Background: an optimization exercise with open tools, aiming at small area, a short achievable clock period and few clock cycles per item. Do not read the settings as production practice.

## run 1
// joystick_axes_to_cursor_motion_unit
module joystick_axes_to_cursor_motion_unit #(
    parameter int ADC_BITS = jac_pkg::ADC_BITS_DEF
) (
    input  logic                          clk,
    input  logic                          rst_n,
    input  logic                          s_axis_tvalid,
    output logic                          s_axis_tready,
    input  logic [((4*ADC_BITS+8)/8)*8-1:0] s_axis_tdata,
    output logic                          m_axis_tvalid,
    input  logic                          m_axis_tready,
    output logic [jac_pkg::OUT_W-1:0]     m_axis_tdata,
    input  logic                          cfg_we,
    input  logic [2:0]                    cfg_addr,
    input  logic [(ADC_BITS > 8 ? ADC_BITS : 8)-1:0] cfg_data
);
clock: 8.0 ns
lec_check: 0
cap_margin: 20
core_margin: 2
core_utilization: 75
setup_slack_margin: 5.0
slew_margin: 20
standard.sh (not shown) runs the stock make flow with config.mk's settings and CLKGATE_MAP_FILE= SYNTH_SCRIPT=/design/flow/synth_recipe.tcl, a recipe that flattens the netlist after the stock synthesis.
==> flow/flow/run.sh <==
#!/bin/bash
# Standard ORFS layout (the standard.sh, standard synthesis unchanged),
# except that the port buffers inserted before global placement are buf_2
# cells instead of the cell buffer_ports picks by default.
set -euo pipefail
export BUFFER_PORTS_ARGS="-buffer_cell sky130_fd_sc_hd__buf_2"
bash standard.sh finish > standard_finish.log 2>&1
Relative to run 1, the following input files were edited for run 2:
# run 1
export LEC_CHECK = 0
export CAP_MARGIN = 20
export CORE_MARGIN = 2
export CORE_UTILIZATION = 75
export SETUP_SLACK_MARGIN = 5.0
export SLEW_MARGIN = 20
create_clock -name core_clock -period 8.0 [get_ports {clk}]
# run 2
export LEC_CHECK = 0
export ABC_CLOCK_PERIOD_IN_PS = 3000
export CAP_MARGIN = 20
export CORE_MARGIN = 2
export CORE_UTILIZATION = 65
export SETUP_SLACK_MARGIN = 5.0
export SLEW_MARGIN = 20
create_clock -name core_clock -period 8.0 [get_ports {clk}]
==> comparison <==
NOTE: register-to-register slack in run 2 exceeds that of run 1. Run 1 → run 2: insertion delay to the later sink of the worst-skew pair saw little to no change. | non-clock buffer count | run 2 vs run 1 | 10 lower |. In run 2, final design utilization is lower than in run 1. Run 2 finished end to end and its layout was clean on timing, DRC and antenna. Diff run 1 and run 2: multi-input combinational cell area lower in run 1. As of run 2, count of fill cells added during filler insertion had risen by more than half compared to run 1.
> inputs changed (run 2 -> run 3)
# run 2
export LEC_CHECK = 0
export ABC_CLOCK_PERIOD_IN_PS = 3000
export CAP_MARGIN = 20
export CORE_MARGIN = 2
export CORE_UTILIZATION = 65
export SETUP_SLACK_MARGIN = 5.0
export SLEW_MARGIN = 20
create_clock -name core_clock -period 8.0 [get_ports {clk}]
# run 3
export LEC_CHECK = 0
export CAP_MARGIN = 20
export CORE_MARGIN = 2
export CORE_UTILIZATION = 65
export SETUP_SLACK_MARGIN = 5.0
export SLEW_MARGIN = 20
create_clock -name core_clock -period 8.0 [get_ports {clk}]
==> flow/run.sh (new file) <==
#!/bin/bash
# synth_recipe.tcl (not shown) runs the flow's synth.tcl, then flattens the netlist and writes it again
# the make line also repeats each setting of config.mk as NAME=value (left out here)
make -C /OpenROAD-flow-scripts/flow DESIGN_CONFIG=/design/flow/config.mk WORK_HOME=/design/flow/orfs CLKGATE_MAP_FILE= SYNTH_SCRIPT=/design/flow/synth_recipe.tcl finish
removed: flow/flow/run.sh
removed: flow/standard.sh
## What came out
Reported for run 2 and run 3, synthesized cell count turned out identical to the last digit. Looking at leading cell type in the layout, fill and taps excluded, the sky130_fd_sc_hd__dfxtp_1 result is from run 2; the sky130_fd_sc_hd__ha_1 one comes from run 3. Against run 2, run 3 reports a number of cells in the finished layout apart from fillers that is higher.
#### Input delta (run 4 over run 3)
# run 3
export LEC_CHECK = 0
export CAP_MARGIN = 20
export CORE_MARGIN = 2
export CORE_UTILIZATION = 65
export SETUP_SLACK_MARGIN = 5.0
export SLEW_MARGIN = 20
create_clock -name core_clock -period 8.0 [get_ports {clk}]
# run 4
export LEC_CHECK = 0
export CAP_MARGIN = 20
export CORE_MARGIN = 2
export CORE_UTILIZATION = 65
export SETUP_SLACK_MARGIN = 4.7
export SLEW_MARGIN = 20
create_clock -name core_clock -period 8.0 [get_ports {clk}]
==> flow/flow/run.sh (new file) <==
#!/bin/bash
# Standard ORFS layout (the standard.sh, standard synthesis unchanged),
# except that the port buffers inserted before global placement are buf_2
# cells instead of the cell buffer_ports picks by default.
set -euo pipefail
export BUFFER_PORTS_ARGS="-buffer_cell sky130_fd_sc_hd__buf_2"
bash standard.sh finish > standard_finish.log 2>&1
==> flow/standard.sh (new file) <==
#!/bin/bash
# synth_recipe.tcl (not shown) runs the flow's synth.tcl, then flattens the netlist and writes it again
# the make line also repeats each setting of config.mk as NAME=value (left out here)
make -C /OpenROAD-flow-scripts/flow DESIGN_CONFIG=/design/flow/config.mk WORK_HOME=/design/flow/orfs CLKGATE_MAP_FILE= SYNTH_SCRIPT=/design/flow/synth_recipe.tcl "${@:-finish}"
removed: flow/run.sh
==> comparison <==
- No stage failed in run 4, and the final checks on the layout all came back clean.
- Across both runs, worst-case headroom to the max-slew limit was higher for run 4 than for run 3.
- Post-placement worst setup slack for run 4 is lower than for run 3.
- Compared with run 3, in run 4 mean instance size in the synthesized netlist shows no meaningful change; number of fillers in the final layout shows an increase of about 7%; worst setup slack shows a reduction of 0.059 ns; remaining routing DRC violations shows no meaningful change.
- A capturing instance or port of the critical path of u_lane.r6_sat is what run 4 shows, while u_lane.r8_s[6] belongs to run 3.
- Against run 3, run 4 comes in about 0.9% lower on via count normalized by instance count.
The following lists how run 5 was set up differently from run 4:
# run 4
export LEC_CHECK = 0
export CAP_MARGIN = 20
export CORE_MARGIN = 2
export CORE_UTILIZATION = 65
export SETUP_SLACK_MARGIN = 4.7
export SLEW_MARGIN = 20
create_clock -name core_clock -period 8.0 [get_ports {clk}]
# run 5
export LEC_CHECK = 0
export CAP_MARGIN = 20
export CORE_MARGIN = 2
export CORE_UTILIZATION = 65
export SETUP_SLACK_MARGIN = 5.0
export SLEW_MARGIN = 20
create_clock -name core_clock -period 8.0 [get_ports {clk}]
==> notes.md <==
- No run among run 4 and run 5 stopped early or left any final violation; all are clean.
- Compared with run 4, run 5 instantiates a larger number of cells.
- Run 5 vs run 4: number of vias in the routed layout up
- Run 5 — final clock period utilization by the worst path 1.1 points lower, run 4 as reference
- Comparing run 5 against run 4, there is no change at all in post-route antenna net violation count.
- The lower worst slew margin relative to its limit came out of run 5.
Function was not checked in any run of this note: the RTL went through the layout flow alone.

[afterwards: timing with drivers on the ports]
Ports are ideal in the flow. The routed layouts listed here were re-timed in OpenROAD. Step 1: set_driving_cell puts a clkbuf_16 on clk and a buf_2 on each other input, an assumption about the parent block. Step 2 also shifts input and output timing later by t, the mid clock arrival at the registers, as if the neighbouring blocks saw the same clock. a / b / c = ideal ports / drivers / drivers and shift; a / b = the first two.
| run | t (ns) | setup slack, ns | hold WS [ns] | worst setup path at the end | pins driven straight from the clock port |
|---|---|---|---|---|---|
| run 1 | 0.667 | 4.789 / 4.789 / 4.392 | 0.325 / 0.325 / 0.325 | input to register | 1 |
| run 2 | 0.653 | 4.924 / 4.924 / 4.499 | 0.325 / 0.325 / 0.325 | input to register | 1 |
| run 3 | 0.673 | 4.893 / 4.893 / 4.437 | 0.323 / 0.323 / 0.323 | input to register | 1 |
| run 4 | 0.651 | 4.834 / 4.834 / 4.270 | 0.325 / 0.325 / 0.325 | input to register | 1 |
| run 5 | 0.653 | 4.924 / 4.924 / 4.499 | 0.325 / 0.325 / 0.325 | input to register | 1 |
After both steps setup and hold are still met in every run listed. For run 4, which loses most, drivers alone change the setup slack by 0.000 ns; drivers and shift together by -0.564 ns.
